Context: an optimization exercise on an open-source flow, tuned for small area, a short achievable clock period and few clock cycles per item. The choices shown serve that exercise and are no tape-out recipe. Function was not checked in any run shown here: the RTL went through the layout flow alone. Power figures rest on the tool's default switching activity, not on a simulated workload.

==> flow/design.v <==
package prae_pkg;
    localparam int LatW   = 28;
    localparam int LonW   = 29;
    localparam int FixW   = 3;
    localparam int CharW  = 8;
    localparam int AddrW  = 3;
    localparam int DataW  = 32;
    localparam logic [CharW-1:0] AsciiBang  = 8'h21;
    localparam logic [CharW-1:0] AsciiDot   = 8'h2e;
    localparam logic [CharW-1:0] AsciiN     = 8'h4e;
    localparam logic [CharW-1:0] AsciiS     = 8'h53;
    localparam logic [CharW-1:0] AsciiE     = 8'h45;
    localparam logic [CharW-1:0] AsciiW     = 8'h57;
    localparam logic [CharW-1:0] AsciiNul   = 8'h00;
    localparam logic [CharW-1:0] SymTableRst = 8'd47;
    localparam logic [CharW-1:0] SymCodeRst  = 8'd62;
endpackage
module prae_dbl
(
    input  logic [51:0] a,
    input  logic        b,
    output logic [51:0] n
);
    function automatic logic [4:0] g5(input logic [4:0] x);
        g5[0] = (x[4] && !x[1] && !x[0]) || (!x[3] && x[2] && x[1]) || (x[3] && x[0]) || (x[3] && !x[2] && x[1]) || (x[3] && x[2] && !x[1]);
        g5[1] = (x[4] && !x[0]) || (!x[4] && !x[3] && !x[2] && x[0]) || (x[3] && !x[2] && x[1]) || (!x[3] && x[2] && !x[1] && !x[0]) || (x[3] && x[2] && x[0]);
        g5[2] = (x[3] && !x[2] && !x[1] && !x[0]) || (!x[4] && !x[3] && !x[2] && x[1]) || (!x[3] && x[2] && x[0]);
        g5[3] = (x[4] && !x[1] && !x[0]) || (!x[3] && x[2] && x[1]) || (x[3] && x[0]) || (x[3] && !x[2] && x[1]) || (x[3] && x[2] && !x[1]);
        g5[4] = (x[4] && x[0]) || (x[4] && x[1]) || (x[3] && x[2] && x[1]);
    endfunction
    function automatic logic [4:0] g5b(input logic [3:0] x);
        g5b[0] = (x[3] && !x[0]) || (!x[3] && !x[2] && x[0]) || (x[2] && x[1] && !x[0]);
        g5b[1] = (x[3] && !x[0]) || (!x[2] && x[1]) || (x[1] && x[0]);
        g5b[2] = (x[3] && x[0]) || (x[2] && !x[1] && !x[0]);
        g5b[3] = (x[3] && !x[0]) || (!x[3] && !x[2] && x[0]) || (x[2] && x[1] && !x[0]);
        g5b[4] = (x[3] && x[0]) || (x[2] && x[0]);
    endfunction
    function automatic logic [4:0] g10(input logic [4:0] x);
        g10[0] = (x[4] && !x[1] && !x[0]) || (!x[4] && !x[3] && x[0]) || (x[3] && x[1]) || (x[3] && x[2] && !x[0]);
        g10[1] = (x[4] && !x[1] && !x[0]) || (!x[4] && !x[3] && !x[2] && x[1]) || (x[2] && x[0]) || (!x[3] && x[2] && !x[1]) || (x[3] && x[2] && x[1]);
        g10[2] = (x[3] && !x[2] && !x[1] && !x[0]) || (x[4] && x[0]) || (!x[3] && x[2] && x[1]);
        g10[3] = (x[4] && !x[1]) || (x[3] && x[0]) || (x[3] && x[1]) || (x[3] && x[2]);
        g10[4] = (x[4] && x[1]);
    endfunction
    function automatic logic [3:0] g6(input logic [3:0] x);
        g6[0] = (x[3] && !x[1] && !x[0]) || (!x[3] && !x[2] && x[0]) || (x[2] && x[1]);
        g6[1] = (x[3] && x[0]) || (!x[3] && !x[2] && x[1]) || (x[2] && !x[1] && !x[0]);
        g6[2] = (x[3] && !x[1]) || (x[2] && x[0]) || (x[2] && x[1]);
        g6[3] = (x[3] && x[1]);
    endfunction
    logic [4:0] s0, s1, s2, sho, sht, smo, sd0, sd1, sd2;
    logic [3:0] smt;
    always_comb
    begin
        s0  = g5b(a[3:0]);
        s1  = g5(a[8:4]);
        s2  = g5(a[13:9]);
        sho = g10(a[22:18]);
        sht = g10(a[27:23]);
        smo = g10(a[32:28]);
        smt = g6(a[36:33]);
        sd0 = g10(a[41:37]);
        sd1 = g10(a[46:42]);
        sd2 = g10(a[51:47]);
        n   = {sd2[2:0], sd1[4:3],
               sd1[2:0], sd0[4:3],
               sd0[2:0], smt[3:2],
               smt[1:0], smo[4:3],
               smo[2:0], sht[4:3],
               sht[2:0], sho[4:3],
               sho[2:0], a[17:16],
               a[15:14],
               s2[4:3],
               s2[2:0], s1[4:3],
               s1[2:0], s0[4:3],
               s0[2:0], b};
    end
endmodule
module prae_eng
(
    input  logic [51:0] a,
    input  logic        first,
    input  logic [4:0]  t,
    input  logic [2:0]  m,
    output logic [51:0] n
);
    function automatic logic [8:0] ini(input logic [4:0] x);
        ini[0] = (!x[3] && !x[2] && !x[1] && x[0]) || (!x[4] && !x[3] && x[1] && !x[0]) || (!x[4] && !x[3] && x[2] && x[1]) || (x[3] && !x[2] && x[1] && x[0]) || (!x[4] && x[3] && x[2] && !x[1] && !x[0]) || (x[4] && !x[3] && !x[2] && !x[1]) || (x[4] && x[3] && !x[2] && x[1]) || (x[4] && !x[3] && !x[1] && x[0]) || (!x[3] && x[2] && x[1] && !x[0]) || (x[4] && x[3] && x[1] && x[0]);
        ini[1] = (!x[4] && !x[2] && !x[1] && x[0]) || (!x[4] && !x[3] && x[2] && !x[0]) || (!x[4] && x[3] && !x[2] && x[0]) || (!x[4] && x[2] && x[1] && !x[0]) || (x[4] && !x[2] && !x[1] && !x[0]) || (x[4] && !x[3] && !x[2] && x[1] && x[0]) || (x[4] && x[3] && !x[2] && !x[0]) || (x[4] && x[2] && !x[1] && x[0]) || (x[4] && x[3] && x[2] && x[0]);
        ini[2] = (x[4] && !x[3] && !x[2] && x[1] && !x[0]) || (!x[4] && !x[3] && !x[2] && x[1] && x[0]) || (!x[4] && x[3] && !x[2] && !x[1] && !x[0]) || (x[4] && x[3] && x[2] && !x[1] && !x[0]) || (!x[4] && x[3] && x[2] && !x[1] && x[0]) || (x[4] && !x[3] && x[2] && x[1] && x[0]);
        ini[3] = (!x[4] && !x[3] && x[2] && !x[1] && x[0]) || (x[4] && x[3] && x[2] && !x[0]) || (!x[4] && !x[2] && x[1]) || (x[4] && x[1] && x[0]) || (x[2] && x[1] && !x[0]);
        ini[4] = (!x[3] && x[2] && !x[0]) || (x[4] && x[2] && x[0]) || (!x[4] && x[2] && !x[1]) || (x[2] && x[1] && !x[0]);
        ini[5] = (x[4] && !x[2] && !x[1] && !x[0]) || (x[3] && !x[2] && !x[1] && !x[0]) || (!x[4] && x[2] && x[1] && x[0]);
        ini[6] = (x[3] && x[0]) || (x[3] && x[1]) || (x[4] && !x[3] && !x[2] && !x[1] && !x[0]) || (x[3] && x[2]);
        ini[7] = (x[4] && x[0]) || (x[4] && x[1]) || (x[4] && x[3]) || (x[4] && x[2]);
        ini[8] = 1'b0;
    endfunction
    logic [51:0] s1, s2, s3;
    logic [8:0]  i3;
    prae_dbl u_s1 (.a(a),  .b(m[2]), .n(s1));
    prae_dbl u_s2 (.a(s1), .b(m[1]), .n(s2));
    prae_dbl u_s3 (.a(s2), .b(m[0]), .n(s3));
    assign i3 = ini(t);
    assign n  = first ? {38'd0, i3[8:6], 2'd0, i3[5:3], 2'd0, i3[2:0], 1'b0} : s3;
endmodule
module prae_norm
(
    input  logic [51:0] a,
    output logic [24:0] dig
);
    function automatic logic [1:0] gp5(input logic [4:0] x);
        gp5[0] = (x[4] && !x[1] && !x[0]) || (x[3] && !x[2] && x[1]) || (x[3] && x[2] && x[0]);
        gp5[1] = (x[4] && x[0]) || (x[4] && x[1]) || (x[3] && x[2] && x[1]);
    endfunction
    function automatic logic [1:0] gp5b(input logic [3:0] x);
        gp5b[0] = (x[3] && !x[0]) || (!x[2] && x[1] && x[0]);
        gp5b[1] = (x[3] && x[0]) || (x[2] && x[0]);
    endfunction
    function automatic logic [1:0] gp2(input logic [1:0] x);
        gp2[0] = (x[0]);
        gp2[1] = (x[1]);
    endfunction
    function automatic logic [1:0] gp10(input logic [4:0] x);
        gp10[0] = (x[4] && x[0]);
        gp10[1] = (x[4] && x[1]);
    endfunction
    function automatic logic [1:0] gp6(input logic [3:0] x);
        gp6[0] = (x[3] && x[0]);
        gp6[1] = (x[3] && x[1]);
    endfunction
    function automatic logic [3:0] fin(input logic [7:0] x);
        fin[0] = (!x[2] && x[0]) || (x[2] && !x[0]);
        fin[1] = (x[6] && x[3] && x[1]) || (!x[7] && !x[5] && x[4] && x[3] && x[1]) || (x[7] && x[5] && x[3] && x[1]) || (x[4] && !x[3] && !x[2] && !x[1]) || (!x[6] && !x[5] && !x[4] && !x[3] && x[1]) || (!x[6] && !x[5] && !x[4] && x[3] && !x[1]) || (x[4] && x[2] && !x[1] && !x[0]) || (!x[7] && !x[6] && !x[4] && x[2] && x[0]) || (!x[7] && x[5] && !x[4] && !x[3] && x[1]) || (!x[7] && x[5] && !x[4] && x[3] && !x[1]) || (x[7] && !x[5] && !x[4] && x[2] && x[0]);
        fin[2] = (!x[5] && x[4] && x[2] && x[0]) || (!x[7] && x[5] && !x[4] && !x[3]) || (!x[7] && x[5] && !x[4] && !x[1]) || (!x[5] && x[4] && !x[3] && x[1]) || (!x[5] && x[4] && x[3] && !x[1]) || (x[5] && !x[3] && !x[2] && !x[1]) || (x[5] && x[2] && !x[1] && !x[0]) || (!x[7] && !x[6] && !x[5] && x[3] && x[1]) || (!x[6] && !x[5] && !x[4] && x[3] && x[1]);
        fin[3] = (!x[7] && x[5] && !x[4] && x[3] && x[1]) || (x[5] && x[4] && !x[3] && x[1]) || (x[5] && x[4] && x[2] && x[0]) || (x[5] && x[4] && x[3] && !x[1]) || (x[6] && !x[3] && !x[2] && !x[1]) || (x[6] && !x[3] && !x[1] && !x[0]);
    endfunction
    function automatic logic [0:0] is9(input logic [5:0] x);
        is9[0] = (x[5] && !x[2] && !x[1] && x[0]) || (x[5] && x[1] && !x[0]) || (x[4] && x[3] && x[2] && x[0]);
    endfunction
    logic [1:0] g_b0, g_b1, g_b2, g_t0, g_t1, g_ho, g_ht, g_mo, g_mt, g_d0, g_d1;
    logic c_b2, c_t0, c_t1, c_ho, c_ht, c_mo, c_mt, c_d0, c_d1, c_d2;
    logic rnd, ho9;
    logic [3:0] n_d2, n_d1, n_d0, n_mt, n_mo, n_ht, n_ho;
    always_comb
    begin
        g_b0 = gp5b(a[3:0]);
        g_b1 = gp5(a[8:4]);
        g_b2 = gp5(a[13:9]);
        g_t0 = gp2(a[15:14]);
        g_t1 = gp2(a[17:16]);
        g_ho = gp10(a[22:18]);
        g_ht = gp10(a[27:23]);
        g_mo = gp10(a[32:28]);
        g_mt = gp6(a[36:33]);
        g_d0 = gp10(a[41:37]);
        g_d1 = gp10(a[46:42]);
        c_b2 = g_b1[1] || (g_b1[0] && g_b0[1]);
        c_t0 = g_b2[1] || (g_b2[0] && c_b2);
        c_t1 = g_t0[1] || (g_t0[0] && c_t0);
        c_ho = g_t1[1] || (g_t1[0] && c_t1);
        c_ht = g_ho[1] || (g_ho[0] && c_ho);
        c_mo = g_ht[1] || (g_ht[0] && c_ht);
        c_mt = g_mo[1] || (g_mo[0] && c_mo);
        c_d0 = g_mt[1] || (g_mt[0] && c_mt);
        c_d1 = g_d0[1] || (g_d0[0] && c_d0);
        c_d2 = g_d1[1] || (g_d1[0] && c_d1);
        rnd  = a[16] ^ c_t1;
        ho9  = is9({a[22:18], c_ho});
        n_d2 = fin({1'b0, a[51:47], 1'b0, c_d2});
        n_d1 = fin({1'b0, a[46:42], 1'b0, c_d1});
        n_d0 = fin({1'b0, a[41:37], 1'b0, c_d0});
        n_mt = fin({2'b10, a[36:33], 1'b0, c_mt});
        n_mo = fin({1'b0, a[32:28], 1'b0, c_mo});
        n_ht = fin({1'b0, a[27:23], c_ht && rnd && ho9, c_ht ^ (rnd && ho9)});
        n_ho = fin({1'b0, a[22:18], c_ho && rnd, c_ho ^ rnd});
        dig  = {n_d2[1:0], n_d1, n_d0, n_mt[2:0], n_mo, n_ht, n_ho};
    end
endmodule
import prae_pkg::*;
module position_report_ascii_encoder
(
    input  logic              clk,
    input  logic              rst_n,
    input  logic              pos_valid,
    output logic              pos_ready,
    input  logic signed [LatW-1:0] pos_lat_micro,
    input  logic signed [LonW-1:0] pos_lon_micro,
    input  logic [FixW-1:0]   pos_fix_level,
    output logic              rpt_valid,
    input  logic              rpt_ready,
    output logic [CharW-1:0]  rpt_out_char,
    output logic              rpt_last_char,
    output logic              rpt_pos_invalid,
    input  logic              psel,
    input  logic              penable,
    input  logic              pwrite,
    input  logic [AddrW-1:0]  paddr,
    input  logic [DataW-1:0]  pwdata,
    output logic [DataW-1:0]  prdata,
    output logic              pready
);
    logic [CharW-1:0] sym_table_reg;
    logic [CharW-1:0] sym_code_reg;
    logic [CharW-1:0] prdata_reg;
    assign pready = 1'b1;
    always_ff @(posedge clk or negedge rst_n)
    begin
        if (!rst_n)
        begin
            sym_table_reg <= SymTableRst;
            sym_code_reg  <= SymCodeRst;
        end
        else if (psel && penable && pwrite)
        begin
            if (paddr[2])
                sym_code_reg  <= pwdata[CharW-1:0];
            else
                sym_table_reg <= pwdata[CharW-1:0];
        end
    end
    always_ff @(posedge clk)
    begin
        prdata_reg <= paddr[2] ? sym_code_reg : sym_table_reg;
    end
    assign prdata = {{(DataW-CharW){1'b0}}, prdata_reg};
    logic             known_q;      
    logic             inv_q;        
    logic             lat_done;     
    logic             lat_hold;     
    logic             lon_pend;     
    logic             lon_hold;     
    logic [LonW-1:0]  lon_raw;
    logic [3:0]       cnt;          
    logic             src;          
    logic             post;         
    logic [6:0]       lat_ipf;      
    logic [4:0]       pf;           
    logic [51:0]      work;
    logic [22:0]      lat_dsp;      
    logic [24:0]      lon_dsp;      
    logic             vld;
    logic             cur_inv;
    logic [4:0]       nb;           
    logic [CharW-1:0] out_reg;
    logic             last_reg;
    logic             cur_slat, cur_slon;
    logic             nxt_full, nxt_inv, nxt_slat, nxt_slon;
    logic             pins_inv;
    logic             acc_now;
    logic             take;
    logic             cur_free;
    logic             lat_ok, lon_ok, go, go_src, step, fin;
    assign pins_inv = (pos_fix_level == '0)
                      || (pos_lat_micro == '0 && pos_lon_micro == '0);
    assign pos_ready = known_q && !nxt_full && (inv_q || (lat_done && !lon_pend));
    assign acc_now   = pos_valid && pos_ready;
    assign take      = vld && rpt_ready;
    assign cur_free  = !vld || (take && last_reg);
    assign lat_ok = known_q && !inv_q && !lat_done && !lat_hold;
    assign lon_ok = lon_pend && !lon_hold;
    assign go     = (cnt == 4'd0) && (lat_ok || lon_ok);
    assign go_src = lon_ok;
    assign step   = go || (cnt != 4'd0);
    assign fin    = (cnt == 4'd8);
    always_ff @(posedge clk or negedge rst_n)
    begin
        if (!rst_n)
        begin
            known_q  <= 1'b0;
            lat_done <= 1'b0;
            lat_hold <= 1'b0;
            lon_pend <= 1'b0;
            lon_hold <= 1'b0;
            cnt      <= '0;
            src      <= 1'b0;
            post     <= 1'b0;
        end
        else
        begin
            known_q <= pos_valid && !acc_now;
            post    <= fin;
            if (acc_now)
                lat_done <= 1'b0;
            else if (fin && !src)
                lat_done <= 1'b1;
            if (fin && !src)
                lat_hold <= 1'b1;
            else if (take && nb == 5'd7)
                lat_hold <= 1'b0;
            if (acc_now && !inv_q)
                lon_pend <= 1'b1;
            else if (fin && src)
                lon_pend <= 1'b0;
            if (fin && src)
                lon_hold <= 1'b1;
            else if (take && nb == 5'd17)
                lon_hold <= 1'b0;
            if (step)
                cnt <= fin ? 4'd0 : cnt + 4'd1;
            if (go)
                src <= go_src;
        end
    end
    always_ff @(posedge clk)
    begin
        inv_q <= pins_inv;
        if (acc_now && !inv_q)
            lon_raw <= pos_lon_micro;
    end
    logic [LonW-1:0] lat_sx;
    logic [LonW-1:0] src_v;
    logic            src_n;
    assign lat_sx = LonW'(pos_lat_micro);
    assign src_n  = go ? go_src : src;
    assign src_v  = src_n ? lon_raw : lat_sx;
    function automatic logic [4:0] pick(input logic [LonW-1:0] v, input logic [3:0] j);
        logic [4:0] r;
        r[4] = v[LonW-1];
        case (j)
            4'd0:    r[3:0] = {|v[20:0], v[23:21]};
            4'd1:    r[3:0] = {|v[17:0], v[20:18]};
            4'd2:    r[3:0] = {|v[14:0], v[17:15]};
            4'd3:    r[3:0] = {|v[11:0], v[14:12]};
            4'd4:    r[3:0] = {|v[8:0],  v[11:9]};
            4'd5:    r[3:0] = {|v[5:0],  v[8:6]};
            4'd6:    r[3:0] = {|v[2:0],  v[5:3]};
            default: r[3:0] = {1'b0,     v[2:0]};
        endcase
        pick = r;
    endfunction
    function automatic logic [4:0] mag(input logic [6:0] p);
        logic [4:0] m;
        logic       below;
        below = p[5];
        for (int i = 0; i < 5; i++)
        begin
            m[i]  = p[i] ^ (p[6] && below);
            below = below || p[i];
        end
        mag = m;
    endfunction
    always_ff @(posedge clk)
    begin
        lat_ipf <= {lat_sx[LonW-1], |lat_sx[23:0], lat_sx[28:24]};
        pf      <= pick(src_v, cnt);
    end
    logic [4:0]  ini_t, grp_m;
    logic [51:0] eng_n;
    logic [24:0] norm;
    assign ini_t = go_src ? mag({lon_raw[LonW-1], |lon_raw[23:0], lon_raw[28:24]})
                          : mag(lat_ipf);
    assign grp_m = mag({pf[4:3], 2'b00, pf[2:0]});
    prae_eng u_eng (
        .a     (work),
        .first (cnt == 4'd0),
        .t     (ini_t),
        .m     (grp_m[2:0]),
        .n     (eng_n)
    );
    prae_norm u_norm (.a(work), .dig(norm));
    always_ff @(posedge clk)
    begin
        work <= eng_n;
        if (post && !src)
            lat_dsp <= norm[22:0];
        if (post && src)
            lon_dsp <= norm;
    end
    logic [3:0]       ddig;
    logic [CharW-1:0] nchar;
    always_comb
    begin
        case (nb)
            5'd1:    ddig = lat_dsp[22:19];
            5'd2:    ddig = lat_dsp[18:15];
            5'd3:    ddig = {1'b0, lat_dsp[14:12]};
            5'd4:    ddig = lat_dsp[11:8];
            5'd6:    ddig = lat_dsp[7:4];
            5'd7:    ddig = lat_dsp[3:0];
            5'd10:   ddig = {2'b00, lon_dsp[24:23]};
            5'd11:   ddig = lon_dsp[22:19];
            5'd12:   ddig = lon_dsp[18:15];
            5'd13:   ddig = {1'b0, lon_dsp[14:12]};
            5'd14:   ddig = lon_dsp[11:8];
            5'd16:   ddig = lon_dsp[7:4];
            default: ddig = lon_dsp[3:0];
        endcase
        case (nb)
            5'd1, 5'd2, 5'd3, 5'd4, 5'd6, 5'd7,
            5'd10, 5'd11, 5'd12, 5'd13, 5'd14, 5'd16, 5'd17:
                nchar = {4'h3, ddig};
            5'd5, 5'd15:
                nchar = AsciiDot;
            5'd8:
                nchar = cur_slat ? AsciiS : AsciiN;
            5'd9:
                nchar = sym_table_reg;
            5'd18:
                nchar = cur_slon ? AsciiW : AsciiE;
            default:
                nchar = sym_code_reg;
        endcase
    end
    logic load_now;
    assign load_now = nxt_full || (acc_now && inv_q);
    always_ff @(posedge clk or negedge rst_n)
    begin
        if (!rst_n)
        begin
            vld      <= 1'b0;
            nxt_full <= 1'b0;
        end
        else
        begin
            if (cur_free)
            begin
                vld      <= load_now;
                nxt_full <= acc_now && (nxt_full || !inv_q);
            end
            else if (acc_now)
            begin
                nxt_full <= 1'b1;
            end
        end
    end
    always_ff @(posedge clk)
    begin
        if (cur_free)
        begin
            nb       <= 5'd1;
            cur_inv  <= nxt_full ? nxt_inv : 1'b1;
            cur_slat <= nxt_slat;
            cur_slon <= nxt_slon;
            out_reg  <= (!nxt_full || nxt_inv) ? AsciiNul : AsciiBang;
            last_reg <= !nxt_full || nxt_inv;
        end
        else if (take)
        begin
            nb       <= nb + 5'd1;
            out_reg  <= nchar;
            last_reg <= (nb == 5'd19);
        end
        if (acc_now)
        begin
            nxt_inv  <= inv_q;
            nxt_slat <= pos_lat_micro[LatW-1];
            nxt_slon <= pos_lon_micro[LonW-1];
        end
    end
    assign rpt_valid       = vld;
    assign rpt_out_char    = out_reg;
    assign rpt_last_char   = last_reg;
    assign rpt_pos_invalid = cur_inv;
endmodule
==> flow/run.sh <==
#!/bin/bash
# synth_recipe.tcl (not shown) runs the flow's synth.tcl, then flattens the netlist and writes it again
# the make line also repeats each setting of config.mk as NAME=value (left out here)
make -C /OpenROAD-flow-scripts/flow DESIGN_CONFIG=/design/flow/config.mk WORK_HOME=/design/flow/orfs CLKGATE_MAP_FILE= SYNTH_SCRIPT=/design/flow/synth_recipe.tcl finish
==> flow/config.mk <==
export PLATFORM = sky130hd
export DESIGN_NAME = position_report_ascii_encoder
export DESIGN_NICKNAME = position_report_ascii_encoder
export VERILOG_FILES = /design/flow/design.v
export SDC_FILE = /design/flow/constraint.sdc
export NUM_CORES = 4
export LEC_CHECK = 0
export CAP_MARGIN = 20
export CORE_MARGIN = 2
export CORE_UTILIZATION = 40
export SETUP_SLACK_MARGIN = 5
export SLEW_MARGIN = 20
==> flow/constraint.sdc <==
create_clock -name core_clock -period 9.0 [get_ports {clk}]
set_input_delay 1.8000 -clock core_clock [delete_from_list [all_inputs] [get_ports {clk}]]
set_output_delay 1.8000 -clock core_clock [all_outputs]
set_load 0.01 [all_outputs]
==> results.ini, run 1 <==
[outcome]
status = no timing/DRC/antenna violations

[logic_synthesis]
synth_seq_cells = 197
synthArstFlopShare_pct = 14.7
synth_edf_count = 92
yosys_warnings = 4
synth_area_per_cell_um2 = 8.86
synth_flop_cell = edfxtp_1
ys_seq_area_share_pct = 39.6
synth_largest_area_cell = edfxtp_1
netlist_area_um2 = 12700
synth_top_area_share_pct = 21.8
synthCells = 1431
synthTopCellsByArea = edfxtp_1 22%, dfxtp_1 12%, nand2_1 4.2%
synth.distinct_cells = 104

[die]
dieWidth_um = 182
initial_core_util_pct = 40.4
coreArea_um2 = 31400
die_area_um2 = 33100
std_cell_rows = 65
die_y_um = 182
io_pins = 147

[placed_design]
portBuffers = 95
dp_hpwl_mm = 23.6
dp_slack_ns = 4.33
gp_congestion = 0.910

[route]
finalWirelength_mm = 33.0
vias = 11100
wl_met1_mm = 15.3
wl_per_cell_um = 17.4
first_iter_violations = 852
drc = 0
drt_pre_antenna_iters = 5
wl_met2_mm = 15.8
top_layer = met5
ant_nets = 0
vias_per_cell = 5.86
wl_met3_mm = 1.38

[global_routing]
grt_first_pass_wirelength_mm = 52.3
grt_pass1_vias = 10100
grt_start_max_net_pins = 40
grt_usage_pct = 19.3
antenna_found_initial = 1
grt_overflow = 0

[worst_setup_path]
crit_required_ns = 9.19
path_common_cell = o21ai_1
crit_chain = o21ai_4 -> nor2_1 -> o21ai_1 -> o211ai_1 -> and2_1 -> o21ai_1 -> o221a_2 -> o21ai_1 -> ha_2 -> o21a_1 -> o2111ai_4 -> a21oi_2 -> o31a_1 -> a21oi_2 -> mux2_4 -> a222oi_1 -> inv_1
crit_slowest_cell = dfxtp_4
path_delay_family = compound AO/OA/AOI/OAI gates
path_class = flip-flop to flip-flop
slowest_delay_ns = 0.38
critPathMaxFanout = 6
startpoint_type = flip-flop
worstSetupEndpointType = flip-flop
arrival_ns = 4.00
path_buf_inv = 1

[sta]
tns_ns = 0
final_max_slew_viol_count = 0
fin_crit_sh_pct = 42.3
tightest_slew_ns = 1.12
hold_ws_ns = 0.420
worst_slack_ns = 5.19
fin_skew_ns = 0.0128
setup_violations = 0
period_minus_slack_ns = 3.81
hold_violations = 0
fmax_mhz = 262
slew_headroom_pct = 24.9
rsz0062_at_grt = no

[clock_tree]
clock-sinks = 197
tritoncts = done
clkLatencyLatePin_ns = 0.45
htreeDepth = 4
clockRootBuffer = clkbuf_16
clk_pin_slew_worst_paths_ns = 0.07
clock_path_buffers = 2
cts-buffers-inserted = 17

[finish]
largest_reg_flops = 52
areaGrowthSynthToFinish_pct = 14.5
num-nets-final = 1595
reg_top3 = work (52), lon_raw (29), lon_dsp (25)
top_register = work
antenna_cells = 0
final_core_util_pct = 46.3
drive_above_1_share_pct = 11.1

[power_and_ir_drop]
peakVddDrop_mv = 0.203
combPwrFrac_pct = 55.5
switching_share_pct = 45.5
intPower_uw = 2850
seqPwrFrac_pct = 28.9
power.switching_uw = 2380
clock_power_share_pct = 15.6
p_leak_uw = 0.00520
power_density_nw_per_um2 = 360

[run]
maxCapViolations = 0

[hold_path]
holdCritPathClass = flip-flop to flip-flop

==> area by class of cell <==
cell class / instances / area [um2]
clock buffers: 20 / 468
clock inverters: 12 / 155
fillers: 3025 / 16900
inverters: 48 / 180
multi-input cells: 1100 / 7060
flip-flops and latches: 197 / 5030
well taps: 402 / 503
repair buffers: 118 / 1120
==> cell usage in the layout, fill, tap and decap left out, drive strengths merged, types with 21 or more instances in the layout <==
master,n
nand2,143
o21ai,116
nor2,107
a21oi,102
clkdlybuf4s50,95
edfxtp,92
dfxtp,76
nor3,60
inv,51
mux2,39
nand3,37
and2,35
mux2i,33
a31oi,28
nor2b,26
conb,25
a22oi,24
buf,22
clkbuf,21
==> path summary, 6_finish.rpt <==
kind | startpoint | to | slack (ns) | depth (start not counted)
worst max-delay path | work[2] | lat_dsp[21] | 5.19 | 17
worst min-delay path | nxt_slat | cur_slat | 0.42 | 0
worst max register to register | work[2] | lat_dsp[21] | 5.19 | 17
worst min register to register | nxt_slat | cur_slat | 0.42 | 0
max in group asynchronous | rst_n | sym_code_reg[3] | 6.94 | 2
min in group asynchronous | rst_n | known_q | 1.73 | 2
==> per-layer routing <==
metal,track usage (%),vias to the layer above
met5,0,-
met4,4.77,2
met3,3.67,38
met2,32.4,277
met1,25.9,5345
li1,-,5447
==> cell families after synthesis <==
kind of cell	synth area share, %
fa+ha+maj	1.09
flops	39.6
compound gates	24.3
xor+xnor	1.86
other cells	0.0592
simple gates	20.4
buf+inv	5.95
mux	6.81
==> cell usage after synthesis (7+ instances only) <==
| cell type | number |
|---|---|
| mux2_2 | 38 |
| o22ai_1 | 18 |
| nand4_1 | 13 |
| and2_1 | 32 |
| ha_1 | 11 |
| o21ai_0 | 105 |
| nor3b_1 | 7 |
| a32oi_1 | 7 |
| o221ai_1 | 10 |
| buf_4 | 30 |
| nand3b_1 | 8 |
| mux2i_1 | 33 |
| nand2b_1 | 14 |
| dfstp_2 | 10 |
| o21a_1 | 8 |
| nand3_1 | 37 |
| or3_1 | 10 |
| dfxtp_1 | 76 |
| xnor2_1 | 19 |
| nand2_1 | 143 |
| o211ai_1 | 8 |
| a21o_1 | 12 |
| a211oi_1 | 9 |
| dfrtp_1 | 19 |
| a31oi_1 | 28 |
| a21oi_1 | 101 |
| inv_1 | 44 |
| edfxtp_1 | 92 |
| nor3_1 | 57 |
| buf_2 | 24 |
| and3_1 | 7 |
| a22oi_1 | 23 |
| o21ai_1 | 8 |
| nor2_1 | 104 |
| o31ai_1 | 12 |
| a221oi_1 | 11 |
| nor2b_1 | 26 |
| xor2_1 | 8 |
| clkbuf_1 | 50 |
| nor4_1 | 14 |
==> what timing repair did <==
item | CTS | global route
pin swaps | 4 | 9
hold buffers | 0 | 0
setup endpoints to repair | 22 | 14
buffers inserted | 1 | 13
resized for setup | 14 | 9
==> per-stage QoR <==
stage	total power [uW]	area [um2]	instances
after floorplan	3760	12800	1454
after global placement	4280	13700	1851
after detailed placement	4330	13700	1851
after CTS	5180	14400	1884
after global routing	5660	14500	1897
final	5230	14500	1897
==> power by group through the flow <==
stage / clock [uW] / combinational, uW / sequential (uW)
2_1_floorplan: 0 / 2450 / 1300
4_1_cts: 832 / 2830 / 1520
6_report: 815 / 2910 / 1510
5_1_grt: 863 / 3250 / 1550
3_3_place_gp: 0 / 2750 / 1520
3_5_place_dp: 0 / 2800 / 1530
==> worst register-to-register path, stage by stage (launching register included) <==
cell and delay, ns:
dfxtp_4 0.38, o21ai_4 0.19, nor2_1 0.07, o21ai_1 0.13, o211ai_1 0.18, and2_1 0.21, o21ai_1 0.11, o221a_2 0.19
o21ai_1 0.08, ha_2 0.19, o21a_1 0.21, o2111ai_4 0.25, a21oi_2 0.10, o31a_1 0.34, a21oi_2 0.19, mux2_4 0.32
a222oi_1 0.30, inv_1 0.11
==> run 2, diff against run 1 <==
==> flow/flow/run.sh (new file) <==
#!/bin/bash
set -euo pipefail
bash standard.sh SETUP_SLACK_MARGIN=6.0 finish > orfs_flow.log 2>&1
==> flow/standard.sh (new file) <==
#!/bin/bash
# synth_recipe.tcl (not shown) runs the flow's synth.tcl, then flattens the netlist and writes it again
# the make line also repeats each setting of config.mk as NAME=value (left out here)
make -C /OpenROAD-flow-scripts/flow DESIGN_CONFIG=/design/flow/config.mk WORK_HOME=/design/flow/orfs CLKGATE_MAP_FILE= SYNTH_SCRIPT=/design/flow/synth_recipe.tcl "${@:-finish}"
--- a/flow/config.mk
+++ b/flow/config.mk
@@ -9,4 +9,3 @@
 export CORE_MARGIN = 2
 export CORE_UTILIZATION = 40
-export SETUP_SLACK_MARGIN = 5
 export SLEW_MARGIN = 20
removed: flow/run.sh
==> run 2 against run 1 <==
- still clean on timing, DRC and antenna
- flip-flop and latch count is the same
- fmax grew 4.4%
- via count grew 0.77%
- sequential power is essentially flat
- final area grew 2.9%
- sequential share of layout area shrank 0.87 points
- global-route usage grew 0.92 points
==> results.ini, run 2 <==
[logic_synthesis]
synth.most_common_cell = nand2_1
synthArstFlopShare_pct = 14.7  ; unchanged
synth_top_area_share_pct = 21.8  ; unchanged
synth_seq_cells = 197  ; unchanged
ys_seq_area_share_pct = 39.6  ; unchanged
netlist_area_um2 = 12700  ; unchanged
synth_edf_count = 92  ; unchanged
synthTopCellsByArea = edfxtp_1 22%, dfxtp_1 12%, nand2_1 4.2%
yosys_warnings = 4  ; unchanged
synthCells = 1431  ; unchanged
synth_area_per_cell_um2 = 8.86  ; unchanged
synth_largest_area_cell = edfxtp_1
synth.distinct_cells = 104  ; unchanged
ys_top_cells_by_count = 143 x nand2_1, 105 x o21ai_0, 104 x nor2_1, 101 x a21oi_1, 92 x edfxtp_1
synth_flop_cell = edfxtp_1

[die]
die_area_um2 = 33100  ; unchanged
io_pins = 147  ; unchanged
initial_core_util_pct = 40.4  ; unchanged
die_y_um = 182  ; unchanged
dieWidth_um = 182  ; unchanged
std_cell_rows = 65  ; unchanged
coreArea_um2 = 31400  ; unchanged

[route]
first_iter_violations = 968  ; +14%
drc = 0  ; unchanged
ant_nets = 0  ; unchanged
vias_per_cell = 5.83  ; -0.39%
vias = 11200  ; +0.77%
drt_pre_antenna_iters = 6  ; +1
wl_per_cell_um = 17.7  ; +1.5%
finalWirelength_mm = 33.9  ; +2.6%

[hold_path]
holdCritPathClass = flip-flop to flip-flop

[global_routing]
grt_first_pass_wirelength_mm = 54.7  ; +4.4%
grt_overflow = 0  ; unchanged
grt_usage_pct = 20.3  ; +0.92 points
grt_start_max_net_pins = 40  ; unchanged
grt_pass1_vias = 10500  ; +3.3%
antenna_found_initial = 1  ; unchanged

[sta]
rsz0062_at_grt = yes
fmax_mhz = 274  ; +4.4%
setup_violations = 0  ; unchanged
period_minus_slack_ns = 3.65  ; -0.161 ns
slew_headroom_pct = 28.8  ; +3.9 points
fin_crit_sh_pct = 40.6  ; -1.8 points
tns_ns = 0  ; unchanged
final_max_slew_viol_count = 0  ; unchanged
tightest_slew_ns = 1.06  ; -0.0583 ns
hold_violations = 0  ; unchanged
fin_skew_ns = 0.0135  ; +0.000717 ns

[finish]
antenna_cells = 0  ; unchanged
areaGrowthSynthToFinish_pct = 17.9
final_cells = 1919  ; +1.2%
top_register = work
layout_commonest_cell = nand2_1
layout_common_cells = 137 x nand2_1, 97 x nor2_1, 92 x a21oi_1, 92 x edfxtp_1, 89 x o21ai_0
reg_top3 = work (52), lon_raw (29), lon_dsp (25)
num-nets-final = 1617  ; +1.4%
drive_above_1_share_pct = 16.1  ; +5.0 points
largest_reg_flops = 52  ; unchanged
fillers = 2965  ; -2.0%

[worst_setup_path]
startpoint_type = flip-flop
path_class = flip-flop to flip-flop
worstSetupEndpointType = flip-flop
arrival_ns = 3.84  ; -0.16 ns
crit_required_ns = 9.19  ; about the same
critPathMaxFanout = 4  ; -2

[placed_design]
dp_hpwl_mm = 23.8  ; +1.1%
gp_congestion = 0.909  ; -0.11%
portBuffers = 95  ; unchanged
dp_cells = 1849  ; -0.11%

[clock_tree]
clkLatencyLatePin_ns = 0.45  ; about the same
clockRootBuffer = clkbuf_16
clk_pin_slew_worst_paths_ns = 0.07  ; about the same
clock-sinks = 197  ; unchanged
postCtsHoldBufs = 0  ; unchanged
htreeDepth = 4  ; unchanged
cts-buffers-inserted = 17  ; unchanged
clock_path_buffers = 2  ; unchanged
tritoncts = done

[run]
maxCapViolations = 0  ; unchanged

[power_and_ir_drop]
power_density_nw_per_um2 = 351  ; -2.6%
p_leak_uw = 0.00544  ; +4.5%
peakVddDrop_mv = 0.209  ; +2.5%

[outcome]
status = no timing/DRC/antenna violations

run 2: cell types whose count changed in the layout (fill, tap and decap cells not counted), sizes merged, moves of 3 or more:
| cell | before | now |
|---|---|---|
| dlygate4sd2 | 0 | 21 |
| clkdlybuf4s50 | 95 | 67 |
| buf | 22 | 44 |
| clkbuf | 21 | 24 |
| dlymetal6s2s | 0 | 4 |
run 2: power by group:
part | internal (uW) | total, uW | switching, uW
Clock | 380 | 733 | 353
Sequential | 1200 | 1540 | 337
Combinational | 1270 | 2980 | 1710
Total | 2850 | 5250 | 2400
run 2: layout make-up:
type	instances	area, um2	share of cell area, %
well taps	402	503	3.37
inverters	48	185	1.24
clock buffers	24	482	3.22
multi-input cells	1102	7390	49.4
flip-flops and latches	197	5050	33.8
clock inverters	8	61.3	0.410
repair buffers	138	1280	8.56
run 2: cells by family after synthesis:
| kind of cell | share of synthesized area (%) |
|---|---|
| other | 0.0592 |
| DFF | 39.6 |
| AOI/OAI and AO/OA | 24.3 |
| buffers and inverters | 5.95 |
| adders and majority gates | 1.09 |
| and+or+nand+nor | 20.4 |
| xor gates and xnor gates | 1.86 |
| muxes | 6.81 |
run 2: through the flow:
stage	utilization [%]	instance area [um2]	total power, uW	hold WS [ns]	setup slack [ns]
2_1_floorplan	-	12900	3790	0.400	5.57
3_3_place_gp	43.9	13800	4300	0.405	4.75
3_5_place_dp	43.9	13800	4360	0.409	4.68
4_1_cts	46.8	14700	5190	0.426	5.23
5_1_grt	47.6	14900	5690	0.452	5.10
6_report	47.6	14900	5250	0.427	5.35
run 2: path summary, 6_finish.rpt:
path	startpoint	end	slack, ns	cells past startpoint
setup reg to reg	work[3]	lat_dsp[21]	5.35	18
hold / removal	nxt_slon	cur_slon	0.43	0
max in group asynchronous	rst_n	sym_table_reg[2]	6.94	2
setup / recovery	work[3]	lat_dsp[21]	5.35	18
hold reg to reg	nxt_slon	cur_slon	0.43	0
min in group asynchronous	rst_n	known_q	1.73	2
run 2: worst max-delay path, cell delays in order, from the launching register on:
cell       delay [ns]
dfxtp_4          0.37
o21ai_4          0.16
nor2_1           0.05
o21ai_1          0.12
o211ai_1         0.14
and2_1           0.17
o21ai_1          0.11
o221a_2          0.21
o21ai_2          0.06
ha_2             0.18
o21a_1           0.20
o2111ai_4        0.25
a21oi_4          0.09
o31a_1           0.26
buf_6            0.14
a21oi_4          0.13
mux2_4           0.31
a222oi_1         0.29
inv_1            0.13
run 2: what timing repair did:
item                                    in CTS  in global routing
endpoints found under the setup margin     124                 65
resized for setup                           84                 40
pin swaps                                   20                 20
gates cloned                                 2                  0
setup buffers                               23                 13
run 2: layer usage:
layer | up-vias | wire (um) | share of wire, % | track usage (%)
li1 | 5489 | - | - | -
met1 | 5384 | 15400 | 45 | 27.2
met2 | 291 | 16600 | 49 | 34.4
met3 | 30 | 1500 | 4.4 | 3.19
met4 | 0 | 363 | 1.1 | 4.77
met5 | - | 0 | 0 | 0
==> run 3, diff against run 2 <==
--- a/flow/design.v
+++ b/flow/design.v
@@ -139,5 +139,6 @@
     endfunction
     logic [1:0] g_b0, g_b1, g_b2, g_t0, g_t1, g_ho, g_ht, g_mo, g_mt, g_d0, g_d1;
-    logic c_b2, c_t0, c_t1, c_ho, c_ht, c_mo, c_mt, c_d0, c_d1, c_d2;
+    logic c_t1, c_ho, c_ht, c_mo, c_mt, c_d0, c_d1, c_d2;
+    logic [10:0] gg, pp, gn, pn;
     logic rnd, ho9;
     logic [3:0] n_d2, n_d1, n_d0, n_mt, n_mo, n_ht, n_ho;
@@ -155,14 +156,26 @@
         g_d0 = gp10(a[41:37]);
         g_d1 = gp10(a[46:42]);
-        c_b2 = g_b1[1] || (g_b1[0] && g_b0[1]);
-        c_t0 = g_b2[1] || (g_b2[0] && c_b2);
-        c_t1 = g_t0[1] || (g_t0[0] && c_t0);
-        c_ho = g_t1[1] || (g_t1[0] && c_t1);
-        c_ht = g_ho[1] || (g_ho[0] && c_ho);
-        c_mo = g_ht[1] || (g_ht[0] && c_ht);
-        c_mt = g_mo[1] || (g_mo[0] && c_mo);
-        c_d0 = g_mt[1] || (g_mt[0] && c_mt);
-        c_d1 = g_d0[1] || (g_d0[0] && c_d0);
-        c_d2 = g_d1[1] || (g_d1[0] && c_d1);
+        gg = {g_d1[1], g_d0[1], g_mt[1], g_mo[1], g_ht[1], g_ho[1], g_t1[1], g_t0[1], g_b2[1], g_b1[1], g_b0[1]};
+        pp = {g_d1[0], g_d0[0], g_mt[0], g_mo[0], g_ht[0], g_ho[0], g_t1[0], g_t0[0], g_b2[0], g_b1[0], 1'b0};
+        for (int d = 1; d < 11; d = d * 2)
+        begin
+            gn = gg;
+            pn = pp;
+            for (int i = d; i < 11; i++)
+            begin
+                gn[i] = gg[i] || (pp[i] && gg[i-d]);
+                pn[i] = pp[i] && pp[i-d];
+            end
+            gg = gn;
+            pp = pn;
+        end
+        c_t1 = gg[3];
+        c_ho = gg[4];
+        c_ht = gg[5];
+        c_mo = gg[6];
+        c_mt = gg[7];
+        c_d0 = gg[8];
+        c_d1 = gg[9];
+        c_d2 = gg[10];
         rnd  = a[16] ^ c_t1;
         ho9  = is9({a[22:18], c_ho});
==> flow/flow/run.sh (replaced) <==
#!/bin/bash
set -euo pipefail
bash standard.sh SETUP_SLACK_MARGIN=5.5 finish > orfs_flow.log 2>&1
==> run 3 against run 2 <==
- wire length is 0.60% higher
- sequential share of layout area rose by 0.58 points
- first-iteration DRC count shrank 5.7%
- synthesized cell count up 1.6%
- utilization down 1.5 points
- setup slack improved by 0.23 ns
- combinational power decreased by 92%
- final area shrank 2.2%
- die area rose by 1.8%
- flip-flop and latch count stayed put
- clock power increased by 8.6%
- critical path type is now input port to flip-flop
==> results.ini, run 3 <==
[sta]
period_minus_slack_ns = 3.41  ; -0.235 ns
setup_violations = 0  ; unchanged
fmax_mhz = 293  ; +6.9%
tightest_slew_ns = 0.932  ; -0.127 ns
rsz0062_at_grt = yes
slew_headroom_pct = 37.9  ; +9.0 points
tns_ns = 0  ; unchanged
fin_skew_ns = 0.0118  ; -0.00175 ns
final_max_slew_viol_count = 0  ; unchanged
hold_violations = 0  ; unchanged
fin_crit_sh_pct = 37.9  ; -2.6 points

[placed_design]
gp_congestion = 0.872  ; -4.0%
placed_cell_area_um2 = 13900  ; +1.0%
portBuffers = 95  ; unchanged
dp_hpwl_mm = 25.4  ; +6.6%

[global_routing]
grt_first_pass_wirelength_mm = 54.6  ; -0.10%
grt_start_max_net_pins = 47  ; +18%
grt_pass1_vias = 10800  ; +2.9%
grt_overflow = 0  ; unchanged
grt_usage_pct = 20.0  ; -0.23 points
antenna_found_initial = 1  ; unchanged

[finish]
layout_common_cells = 135 x nand2_1, 104 x nor2_1, 92 x edfxtp_1, 91 x clkdlybuf4s50_1, 84 x o21ai_0
top_register = work
fillers = 3024  ; +2.0%
num-nets-final = 1603  ; -0.87%
multiInputGateArea_um2 = 7320  ; -0.86%
largest_reg_flops = 52  ; unchanged
reg_top3 = work (52), lon_raw (29), lon_dsp (25)
areaGrowthSynthToFinish_pct = 13.2
fin_area_um2 = 14600  ; -2.2%
drive_above_1_share_pct = 9.71  ; -6.4 points
antenna_cells = 0  ; unchanged
layout_commonest_cell = nand2_1
seqCellArea_um2 = 5030  ; -0.47%

[logic_synthesis]
synth_edf_count = 92  ; unchanged
ys_seq_area_share_pct = 38.9  ; -0.73 points
synth_flop_cell = edfxtp_1
synth_area_per_cell_um2 = 8.88  ; +0.25%
synthTopCellsByArea = edfxtp_1 21%, dfxtp_1 12%, nand2_1 3.9%
ys_top_cells_by_count = 135 x nand2_1, 105 x nor2_1, 92 x edfxtp_1, 85 x o21ai_0, 79 x a21oi_1
netlist_area_um2 = 12900  ; +1.9%
synth.most_common_cell = nand2_1
synth_largest_area_cell = edfxtp_1
synth_top_area_share_pct = 21.4  ; -0.40 points
yosys_warnings = 4  ; unchanged
synth.distinct_cells = 103  ; -0.96%
synth_seq_cells = 197  ; unchanged
synthCells = 1454  ; +1.6%
synthArstFlopShare_pct = 14.7  ; unchanged

[route]
vias_per_cell = 5.94  ; +1.8%
wl_met3_mm = 1.31  ; -13%
first_iter_violations = 913  ; -5.7%
wl_met2_mm = 17.0  ; +2.4%
finalWirelength_mm = 34.1  ; +0.60%
wl_met1_mm = 15.0  ; -2.7%
vias = 11300  ; +1.1%
top_layer = met4
drt_pre_antenna_iters = 5  ; -1
ant_nets = 0  ; unchanged
wl_per_cell_um = 17.9  ; +1.3%
drc = 0  ; unchanged

[power_and_ir_drop]
p_leak_uw = 0.00511  ; -5.9%
power_density_nw_per_um2 = 140  ; -60%
peakVddDrop_mv = 0.133  ; -36%

[worst_setup_path]
crit_chain = dlygate4sd2_1 -> or3_4 -> nor4_4 -> nand3_2 -> nor4_4 -> mux2i_1 -> nor2_1 -> nand4_1 -> a2bb2o_4
timing.rr.end = pf[1]
r2r_start = cnt[0]
critPathMaxFanout = 2  ; -2
r2r_cells = 9  ; -9
crit_slowest_cell = or3_4
slowest_delay_ns = 0.40  ; +0.03 ns
startpoint_type = input port
worstSetupEndpointType = flip-flop
path_delay_family = simple AND/OR/NAND/NOR gates
arrival_ns = 3.75  ; -0.09 ns
path_common_cell = nor4_4
crit_required_ns = 9.33  ; +0.14 ns
path_class = input port to flip-flop
path_buf_inv = 1  ; -1
reg2reg_slack_ns = 5.59  ; +0.23 ns

[clock_tree]
tritoncts = done
clockRootBuffer = clkbuf_16
postCtsHoldBufs = 0  ; unchanged
clk_pin_slew_worst_paths_ns = 0.07  ; about the same
clkLatencyLatePin_ns = 0.44  ; about the same
clock-sinks = 197  ; unchanged
clock_path_buffers = 2  ; unchanged
cts-buffers-inserted = 17  ; unchanged
htreeDepth = 4  ; unchanged

[die]
initial_core_util_pct = 40.7  ; +0.33 points
dieWidth_um = 184  ; +0.91%
coreArea_um2 = 31700  ; +1.0%
std_cell_rows = 65  ; unchanged
die_y_um = 184  ; +0.91%
die_area_um2 = 33700  ; +1.8%
io_pins = 147  ; unchanged

[hold_path]
hold_start = nxt_slon
holdCritPathClass = flip-flop to flip-flop
min_path_cells = 0  ; unchanged
holdPathEnd = cur_slon

[outcome]
status = no timing/DRC/antenna violations

[run]
maxCapViolations = 0  ; unchanged

-- run 3: cell types whose count changed in the layout (fill, tap and decap cells not counted), sizes merged, moves of 9 or more --
| cell | before | now |
|---|---|---|
| a21oi | 102 | 82 |
| a221o | 5 | 14 |
| and3 | 7 | 20 |
| buf | 44 | 11 |
| clkdlybuf4s50 | 67 | 91 |
| dlygate4sd2 | 21 | 4 |
| inv | 50 | 38 |
| nor2b | 26 | 35 |
| o21ai | 117 | 90 |
-- run 3: repair_timing --
item                       4_1_cts  5_1_grt
setup endpoints to repair        3        5
setup buffers                    3        2
pin swaps                        5        1
gates resized for setup         13        4
-- run 3: metrics by stage --
step | setup WS, ns | util [%] | hold slack [ns] | total power (uW) | std cells
floorplan | 5.56 | - | 0.400 | 1180 | 1477
global placement | 4.67 | 43.9 | 0.409 | 1260 | 1869
detailed placement | 4.67 | 43.9 | 0.415 | 1260 | 1869
CTS | 5.45 | 46.0 | 0.436 | 2060 | 1904
global route | 5.48 | 46.1 | 0.440 | 2130 | 1906
finish | 5.59 | 46.1 | 0.432 | 2040 | 1906
-- run 3: how the worst max path moves through the flow --
stage                        to  cells past startpoint  slack, ns              from
after floorplan           pf[3]                      8       5.56  pos_lat_micro[0]
after global placement    pf[3]                      9       4.67  pos_lat_micro[0]
after detailed placement  pf[3]                      9       4.67  pos_lat_micro[0]
after CTS                 pf[3]                      9       5.45  pos_lat_micro[2]
after global routing      pf[3]                      9       5.48  pos_lat_micro[2]
final                     pf[3]                      9       5.59  pos_lat_micro[2]
-- run 3: logic make-up (layout without fill, tap and decap cells) --
| family | Yosys count | after routing | share of synthesized area, % |
|---|---|---|---|
| adder cells (fa/ha/maj) | 10 | 10 | 0.969 |
| buffers and inverters | 148 | 175 | 5.61 |
| multiplexers | 77 | 77 | 6.33 |
| other | 2 | 25 | 0.0581 |
| AO/OA/AOI/OAI | 445 | 445 | 24.5 |
| XOR/XNOR | 30 | 30 | 2.03 |
| flip-flops | 197 | 197 | 38.9 |
| AND/OR/NAND/NOR | 545 | 545 | 21.7 |
-- run 3: final cells by class --
class                   instances  share of cell area (%)
repair buffers                106                    7.03
multi-input cells            1132                    50.1
clock inverters                14                    1.21
clock buffers                  18                    2.93
well taps                     402                    3.44
flip-flops and latches        197                    34.4
inverters                      37                   0.950
-- run 3: power breakdown --
group / switching, uW / leakage [uW] / internal [uW] / total (uW)
logic: 113 / 0.00288 / 117 / 230
registers: 36.7 / 0.00194 / 980 / 1020
clock network: 355 / 0.000288 / 441 / 796
total: 504 / 0.00511 / 1540 / 2040
-- run 3: routing by layer --
layer,vias to the layer above,track usage (%)
met3,50,3.15
met1,5393,24.0
li1,5552,-
met4,0,6.98
met2,321,36.4
met5,-,0
==> run 4, diff against run 3 <==
==> flow/flow/run.sh (replaced) <==
#!/bin/bash
set -euo pipefail
bash standard.sh SETUP_SLACK_MARGIN=6.0 finish > orfs_flow.log 2>&1
==> run 4 against run 3 <==
- utilization up 1.3 points
- via count up 2.1%
- still clean
- cell count up 1.3%
- global-route usage up 0.28 points
- fmax up 7.9%
==> results.ini, run 4 <==
[logic_synthesis]
synthArstFlopShare_pct = 14.7  ; unchanged
synth_seq_cells = 197  ; unchanged
synthCells = 1454  ; unchanged
synth_area_per_cell_um2 = 8.88  ; unchanged
ys_seq_area_share_pct = 38.9  ; unchanged
synth_largest_area_cell = edfxtp_1
synth.distinct_cells = 103  ; unchanged
ys_top_cells_by_count = 135 x nand2_1, 105 x nor2_1, 92 x edfxtp_1, 85 x o21ai_0, 79 x a21oi_1
netlist_area_um2 = 12900  ; unchanged
synth_flop_cell = edfxtp_1
synth_top_area_share_pct = 21.4  ; unchanged
synth.most_common_cell = nand2_1
yosys_warnings = 4  ; unchanged
synth_edf_count = 92  ; unchanged
synthTopCellsByArea = edfxtp_1 21%, dfxtp_1 12%, nand2_1 3.9%

[sta]
period_minus_slack_ns = 3.17  ; -0.250 ns
fmax_mhz = 316  ; +7.9%
final_max_slew_viol_count = 0  ; unchanged
tns_ns = 0  ; unchanged
fin_crit_sh_pct = 35.2  ; -2.8 points
setup_violations = 0  ; unchanged
fin_skew_ns = 0.0117  ; -0.0000524 ns
hold_violations = 0  ; unchanged
slew_headroom_pct = 42.7  ; +4.8 points
tightest_slew_ns = 0.853  ; -0.0792 ns
rsz0062_at_grt = yes

[route]
first_iter_violations = 928  ; +1.6%
drt_pre_antenna_iters = 7  ; +2
ant_nets = 0  ; unchanged
vias = 11600  ; +2.1%
drc = 0  ; unchanged
finalWirelength_mm = 34.8  ; +2.2%
wl_per_cell_um = 18.0  ; +0.89%
vias_per_cell = 5.98  ; +0.77%

[global_routing]
grt_pass1_vias = 10800  ; unchanged
grt_usage_pct = 20.3  ; +0.28 points
grt_start_max_net_pins = 47  ; unchanged
antenna_found_initial = 1  ; unchanged
grt_overflow = 0  ; unchanged
grt_first_pass_wirelength_mm = 55.5  ; +1.6%

[clock_tree]
cts-buffers-inserted = 17  ; unchanged
clkLatencyLatePin_ns = 0.44  ; about the same
htreeDepth = 4  ; unchanged
tritoncts = done
postCtsHoldBufs = 0  ; unchanged
clock-sinks = 197  ; unchanged
clock_path_buffers = 2  ; unchanged
clockRootBuffer = clkbuf_16
clk_pin_slew_worst_paths_ns = 0.07  ; about the same

[hold_path]
hold_start = nxt_slat
holdPathEnd = cur_slat
holdCritPathClass = flip-flop to flip-flop
min_path_cells = 0  ; unchanged

[outcome]
status = no timing/DRC/antenna violations

[finish]
num-nets-final = 1628  ; +1.6%
top_register = work
antenna_cells = 0  ; unchanged
layout_common_cells = 133 x nand2_1, 103 x nor2_1, 92 x edfxtp_1, 80 x o21ai_0, 77 x a21oi_1
layout_commonest_cell = nand2_1
fin_area_um2 = 15000  ; +2.8%
areaGrowthSynthToFinish_pct = 16.4
drive_above_1_share_pct = 14.3  ; +4.6 points
largest_reg_flops = 52  ; unchanged
reg_top3 = work (52), lon_raw (29), lon_dsp (25)

[worst_setup_path]
path_buf_inv = 1  ; unchanged
crit_slowest_cell = or3_4
timing.rr.end = lon_dsp[10]
reg2reg_slack_ns = 6.08  ; +0.49 ns
startpoint_type = input port
crit_chain = buf_6 -> or3_4 -> nor4_4 -> nand3_2 -> nor4_4 -> mux2i_1 -> nor2_1 -> nand4_1 -> a2bb2o_4
path_class = input port to flip-flop
worstSetupEndpointType = flip-flop
critPathMaxFanout = 2  ; unchanged
path_delay_family = simple AND/OR/NAND/NOR gates
r2r_cells = 8  ; -1
r2r_start = work[9]
crit_required_ns = 9.34  ; about the same
slowest_delay_ns = 0.40  ; about the same
path_common_cell = nor4_4
arrival_ns = 3.51  ; -0.24 ns

[power_and_ir_drop]
power_density_nw_per_um2 = 132  ; -5.5%
intPower_uw = 1480  ; -3.6%
clock_power_share_pct = 36.7  ; -2.3 points
seqPwrFrac_pct = 51.2  ; +1.4 points
combPwrFrac_pct = 12.1  ; +0.8 points
peakVddDrop_mv = 0.144  ; +8.2%
switching_share_pct = 25.3  ; +0.64 points
p_leak_uw = 0.00538  ; +5.2%
power.switching_uw = 502  ; -0.31%

[placed_design]
gp_congestion = 0.871  ; -0.16%
placed_cell_area_um2 = 14000  ; +0.24%
portBuffers = 95  ; unchanged
dp_hpwl_mm = 25.4  ; +0.11%

[die]
io_pins = 147  ; unchanged
initial_core_util_pct = 40.7  ; unchanged
coreArea_um2 = 31700  ; unchanged
dieWidth_um = 184  ; unchanged
die_area_um2 = 33700  ; unchanged
std_cell_rows = 65  ; unchanged
die_y_um = 184  ; unchanged

[run]
maxCapViolations = 0  ; unchanged

run 4: cell types whose count changed in the layout (fill, tap and decap cells not counted), moves of 5 or more:
cell,change
dlygate4sd2_1,+17
nor3_2,+6
dlymetal6s2s_1,+11
buf_4,+21
nor3_1,-7
dfxtp_2,+7
nor4_1,-5
clkdlybuf4s50_1,-34
dfxtp_1,-11
run 4: what timing repair did:
action                                  in CTS  in global routing
pin swaps                                   16                 20
resized for setup                           73                 55
setup buffers                               23                  6
endpoints found under the setup margin     118                 81
gates cloned                                 1                  1
run 4: area by class of cell:
class                           count  area [um2]
Timing Repair Buffer              129        1220
Fill cell                        3019       16700
Multi-Input combinational cell   1134        7580
Inverter                           37         141
Tap cell                          402         503
Clock buffer                       20         437
Sequential cell                   197        5050
Clock inverter                     12         108
run 4: power groups by stage:
stage               clock, uW  combinational (uW)  sequential (uW)
finish                    729                 240             1020
global route              775                 262             1020
CTS                       742                 233             1020
detailed placement          0                 228             1030
global placement            0                 225             1030
floorplan                   0                 156             1020
run 4: how the worst max path moves through the flow:
stage	start	endpoint	slack, ns	cells after the start
final	pos_lat_micro[1]	pf[3]	5.83	9
after global routing	pos_lat_micro[1]	pf[3]	5.78	9
after CTS	pos_lat_micro[2]	pf[3]	5.78	9
after detailed placement	pos_lat_micro[27]	inv_q	4.86	6
after global placement	pos_lat_micro[27]	inv_q	4.81	6
after floorplan	pos_lat_micro[0]	pf[3]	5.73	8
run 4: cell families (layout without fill, tap and decap cells):
group,Yosys count,after routing,synth area share (%)
AO/OA/AOI/OAI,445,445,24.5
buffers and inverters,148,198,5.61
flip-flops,197,197,38.9
adder cells (fa/ha/maj),10,10,0.969
other,2,25,0.0581
XOR/XNOR,30,30,2.03
multiplexers,77,77,6.33
AND/OR/NAND/NOR,545,547,21.7
run 4: stage by stage:
stage	hold slack, ns	instances	setup slack [ns]	utilization [%]	total power (uW)
after floorplan	0.400	1477	5.73	-	1180
after global placement	0.416	1868	4.81	44.0	1260
after detailed placement	0.419	1868	4.86	44.0	1260
after CTS	0.433	1924	5.78	46.6	1990
after global routing	0.443	1931	5.78	47.4	2060
final	0.428	1931	5.83	47.4	1980
run 4: per-layer routing:
metal	global-route usage, %	vias up	share of wire, %
li1	-	5604	-
met1	24.5	5534	43
met2	37.1	364	50
met3	2.81	51	4.3
met4	6.75	0	2.2
met5	0	-	0

-- separate check: timing with driven ports --
No port has a modelled driver above. Below, the same layouts with a new extraction and two added sets of constraints. Step 1: set_driving_cell puts a clkbuf_16 on clk and a buf_2 on each other input, an assumption about the parent block. Step 2 times the ports against the registers' clock, not the clock port: input delays grow and output delays shrink by t, the midpoint of the rising clock arrivals with the driver on. Slacks: ideal / step 1 / step 2; pairs: ideal / step 1.
run	t (ns)	slack for setup (ns)	hold slack, ns	worst data-port slew with drivers (ns)	cell pins on the clock port's net
run 1	0.497	5.189 / 5.189 / 4.914	0.420 / 0.420 / 0.420	0.06	1
run 2	0.493	5.350 / 5.350 / 5.350	0.427 / 0.427 / 0.427	0.06	1
run 3	0.485	5.585 / 5.593 / 5.130	0.432 / 0.432 / 0.432	0.04	1
run 4	0.486	5.835 / 5.822 / 5.362	0.428 / 0.428 / 0.428	0.07	1
After both steps every run listed still meets setup and hold. The setup slack of run 4, which loses most, moves by -0.013 ns with the drivers and by -0.473 ns with both steps.
